What follows belongs to an exercise in optimizing a design on an open flow for small area, a short achievable clock period and few clock cycles per item; a production flow would make more cautious choices. The RTL was checked by simulation tests, not by an equivalence proof against the original design.

## job 524
// fp32_div_pipe
module fp32_div_pipe (
  input  logic        clk,
  input  logic        rst_n,
  input  logic        in_valid,
  output logic        in_ready,
  input  logic [31:0] in_a,
  input  logic [31:0] in_b,
  output logic        out_valid,
  input  logic        out_ready,
  output logic [31:0] out_q,
  output logic [3:0]  out_flags
);
Size: roughly 330 flip-flops, roughly 110 I/O pins, roughly 0.043 mm² of cells after synthesis.
clock: 125.0 ns
lec_check: 0
abc_area: 1
cap_margin: 20
core_margin: 2
core_utilization: 60
cts_cluster_diameter: 100
cts_cluster_size: 30
slew_margin: 60
synth_hierarchical: 1
synth_minimum_keep_size: 0
standard.sh (not shown) runs the stock make flow with config.mk's settings and CLKGATE_MAP_FILE= SYNTH_SCRIPT=/design/flow/synth_recipe.tcl, a recipe that flattens the netlist after the stock synthesis.
==> flow/flow/run.sh <==
#!/bin/bash
# Own layout flow: the standard flow (standard synthesis, floorplan, place,
# CTS, route) unchanged, except that the input and output port buffers that
# buffer_ports inserts are sky130_fd_sc_hd__buf_1 cells instead of the default
# choice. Every port is still buffered.
set -euo pipefail
export BUFFER_PORTS_ARGS="-buffer_cell sky130_fd_sc_hd__buf_1"
bash standard.sh finish > standard_flow.log 2>&1
Testbench counts of job 524, summed over its fixed seeds: cycles 16,032, items 16,000.
The inputs of job 7371 differ from those of job 524 as listed below.
- SLEW_MARGIN now 45, was 60
- PLACE_DENSITY now 0.75, previously not set
diff --git a/flow/flow/run.sh b/flow/flow/run.sh
--- a/flow/flow/run.sh
+++ b/flow/flow/run.sh
@@ -4 +4 @@
-# buffer_ports inserts are sky130_fd_sc_hd__buf_1 cells instead of the default
+# buffer_ports inserts are sky130_fd_sc_hd__buf_2 cells instead of the default
@@ -7 +7 @@
-export BUFFER_PORTS_ARGS="-buffer_cell sky130_fd_sc_hd__buf_1"
+export BUFFER_PORTS_ARGS="-buffer_cell sky130_fd_sc_hd__buf_2"
Findings:
Job 524 → job 7371: minimum hold slack went down, biggest cell delay along the critical path decreased 0.02 ns.
Looking at non-clock buffer count across job 524 and job 7371, the one that comes out lower is job 7371.
[diff] sum of routed wire length over all layers, job 7371 relative to job 524: improvement
Relative to job 7371, the following input files were edited for job 9271:
- setting GPL_ROUTABILITY_DRIVEN to 0 for the first time
- setting GPL_TIMING_DRIVEN to 0 for the first time
- removing PLACE_DENSITY (formerly 0.75)
Findings:
- From job 7371 to job 9271, hold buffer count at cts did not move at all.
- Looking at final area, job 9271 sits 330 µm² above job 7371.
- Compared with job 7371, in job 9271 multi-input gate area in the final layout barely changed, area added between synthesis and finish climbed 0.76 points.
- Maximum fanout along the worst path for job 9271: 11 up relative to job 7371
- Capturing element of the worst setup path: r2_fr[15] -> job 9271, out_q[26] -> job 7371
- Count of clock-buffer cells in the layout (job 7371 / job 9271): 1.09
- When job 9271 is measured against job 7371, its share of the clock period used by the worst path after layout turns out 1.8 points higher.
Input changes introduced in job 510 (baseline for comparison: job 9271):
- clearing GPL_ROUTABILITY_DRIVEN, which used to be 0
- swapping 45 for 50 in SLEW_MARGIN
- clearing GPL_TIMING_DRIVEN, which used to be 0
==> flow/flow/run.sh <==
#!/bin/bash
# Own layout flow: the standard flow (standard synthesis, floorplan, place,
# CTS, route) unchanged, except that
#  - the input and output port buffers that buffer_ports inserts are
#    sky130_fd_sc_hd__buf_2 cells instead of the default choice (every port is
#    still buffered), and
#  - clock tree synthesis balances levels with one level of sink clustering.
set -euo pipefail
export BUFFER_PORTS_ARGS="-buffer_cell sky130_fd_sc_hd__buf_2"
export CTS_ARGS="-sink_clustering_enable -repair_clock_nets -sink_clustering_size 30 -sink_clustering_max_diameter 100 -sink_clustering_levels 1 -balance_levels"
bash standard.sh finish > standard_flow.log 2>&1
[compare] base=job 9271 new=job 510: count of multi-input gates comparable, number of clock buffers inserted by TritonCTS now smaller, hold slack comparable, period utilization now smaller.
Edits applied to the flow inputs when going from job 510 to job 580:
- SLEW_MARGIN changed from 50 to 45
==> flow/flow/run.sh <==
#!/bin/bash
# Own layout flow: the standard flow (standard synthesis, floorplan, place,
# CTS, route) unchanged, except that the input and output port buffers that
# buffer_ports inserts are sky130_fd_sc_hd__buf_2 cells instead of the default
# choice. Every port is still buffered.
set -euo pipefail
export BUFFER_PORTS_ARGS="-buffer_cell sky130_fd_sc_hd__buf_2"
bash standard.sh finish > standard_flow.log 2>&1
--- outcome ---
- Diff job 580..job 510 | synthesis-to-layout area growth | negligible
- There was hardly any difference in overall routing resource usage between job 580 and job 510.
- Quantity of hold-fixing buffers added after cts: job 580 vs job 510 identical
- Shortest period the worst path allows, job 510 and job 580, higher one = job 580.
- The fmax on job 580 is in line with that on job 510.
- Core area came out exactly the same in job 510 and job 580.
- Number of iterations in the first detailed-routing pass for job 580: 1 down relative to job 510
- Relative to job 510, job 580 improves wire length.

---

Setup of lane 1:
fp32_div_pipe again, from the RTL that the note above started with.
Settings: LEC_CHECK=0, ABC_AREA=1, CAP_MARGIN=20, CORE_MARGIN=2, CORE_UTILIZATION=60, CTS_CLUSTER_DIAMETER=80, CTS_CLUSTER_SIZE=24, SLEW_MARGIN=60, SYNTH_HIERARCHICAL=1, SYNTH_MINIMUM_KEEP_SIZE=0; clock period 125.0 ns.
==> flow/flow/run.sh <==
#!/bin/bash
# Own layout flow: the standard flow (standard synthesis, floorplan, place,
# CTS, route) unchanged, except that the input and output port buffers that
# buffer_ports inserts are sky130_fd_sc_hd__buf_2 cells instead of the default
# choice. Every port is still buffered.
set -euo pipefail
export BUFFER_PORTS_ARGS="-buffer_cell sky130_fd_sc_hd__buf_2"
bash standard.sh finish > standard_flow.log 2>&1
The flow did not stop early for lane 1: all stages ran, and the layout cleared the timing, DRC and antenna checks.
Testbench counts of lane 1, summed over its fixed seeds: cycles 16,032, items 16,000.
Input-level comparison between lane 2 and lane 1:
- a change of CTS_CLUSTER_DIAMETER from 80 to 100
- a change of SLEW_MARGIN from 60 to 45
- a change of CTS_CLUSTER_SIZE from 24 to 30
- a change of CORE_UTILIZATION from 60 to 66
## What came out
In terms of portion of the clock cycle consumed by the worst path in the final layout, lane 1 and lane 2 differ only marginally. Taking lane 1 as the reference, in lane 2 share of cell area taken by multi-input logic gates picked up an extra 0.39 points, number of inserted filler cells in the final layout now smaller, worst path setup slack after routing fell by 41 ps. Between lane 2 and lane 1, it is lane 2 whose non-filler instance count after layout is lower, by 110. Cmp lane 2 vs lane 1: clock-buffer cell count lower in lane 2.
Relative to lane 2, the following input files were edited for lane 3:
- CAP_MARGIN: 20 -> 0
- CORE_UTILIZATION: 66 -> 60
- SLEW_MARGIN: 45 -> 50
Results
- Lane 3 gives more floorplan die height than lane 2 did.
- Lane 2 -> lane 3: sequential cell area share flat
- For final standard cell area without fillers, lane 3 and lane 2 come out practically identical.
- Compared lane 3 against lane 2; tightest hold margin within noise.
- Comparing lane 2 and lane 3, the higher final routed wirelength across all metal layers was measured on lane 3.
- The non-clock buffer share of cell area on lane 2 is in line with that on lane 3.

## what the ideal ports hide
How much do the figures lean on ideal ports? The routed layouts below were timed once more, with nothing changed but the port constraints. Step 1, drivers: a clkbuf_16 drives clk and a buf_2 each remaining input, both assumed. Step 2, shift: input delay + t, output delay - t, t = (earliest + latest rising clock arrival at the registers) / 2. This alone moves slack from input paths to output paths. Slacks: ideal ports / drivers / drivers and shift; pairs: ideal ports / drivers.
run | t, ns | setup WS [ns] | worst setup path at the end
job 524 | 0.639 | 98.835 / 98.767 / 99.061 | input to register
job 7371 | 0.634 | 98.861 / 98.792 / 99.061 | input to register
job 9271 | 0.644 | 96.648 / 96.648 / 96.648 | register to register
job 510 | 0.627 | 98.866 / 98.798 / 99.079 | input to register
job 580 | 0.629 | 98.861 / 98.792 / 99.052 | input to register
lane 1 | 0.655 | 98.844 / 98.775 / 99.091 | input to register
lane 2 | 0.657 | 98.804 / 98.736 / 99.091 | input to register
lane 3 | 0.627 | 98.866 / 98.798 / 99.079 | input to register
After both steps every run listed still meets setup and hold.
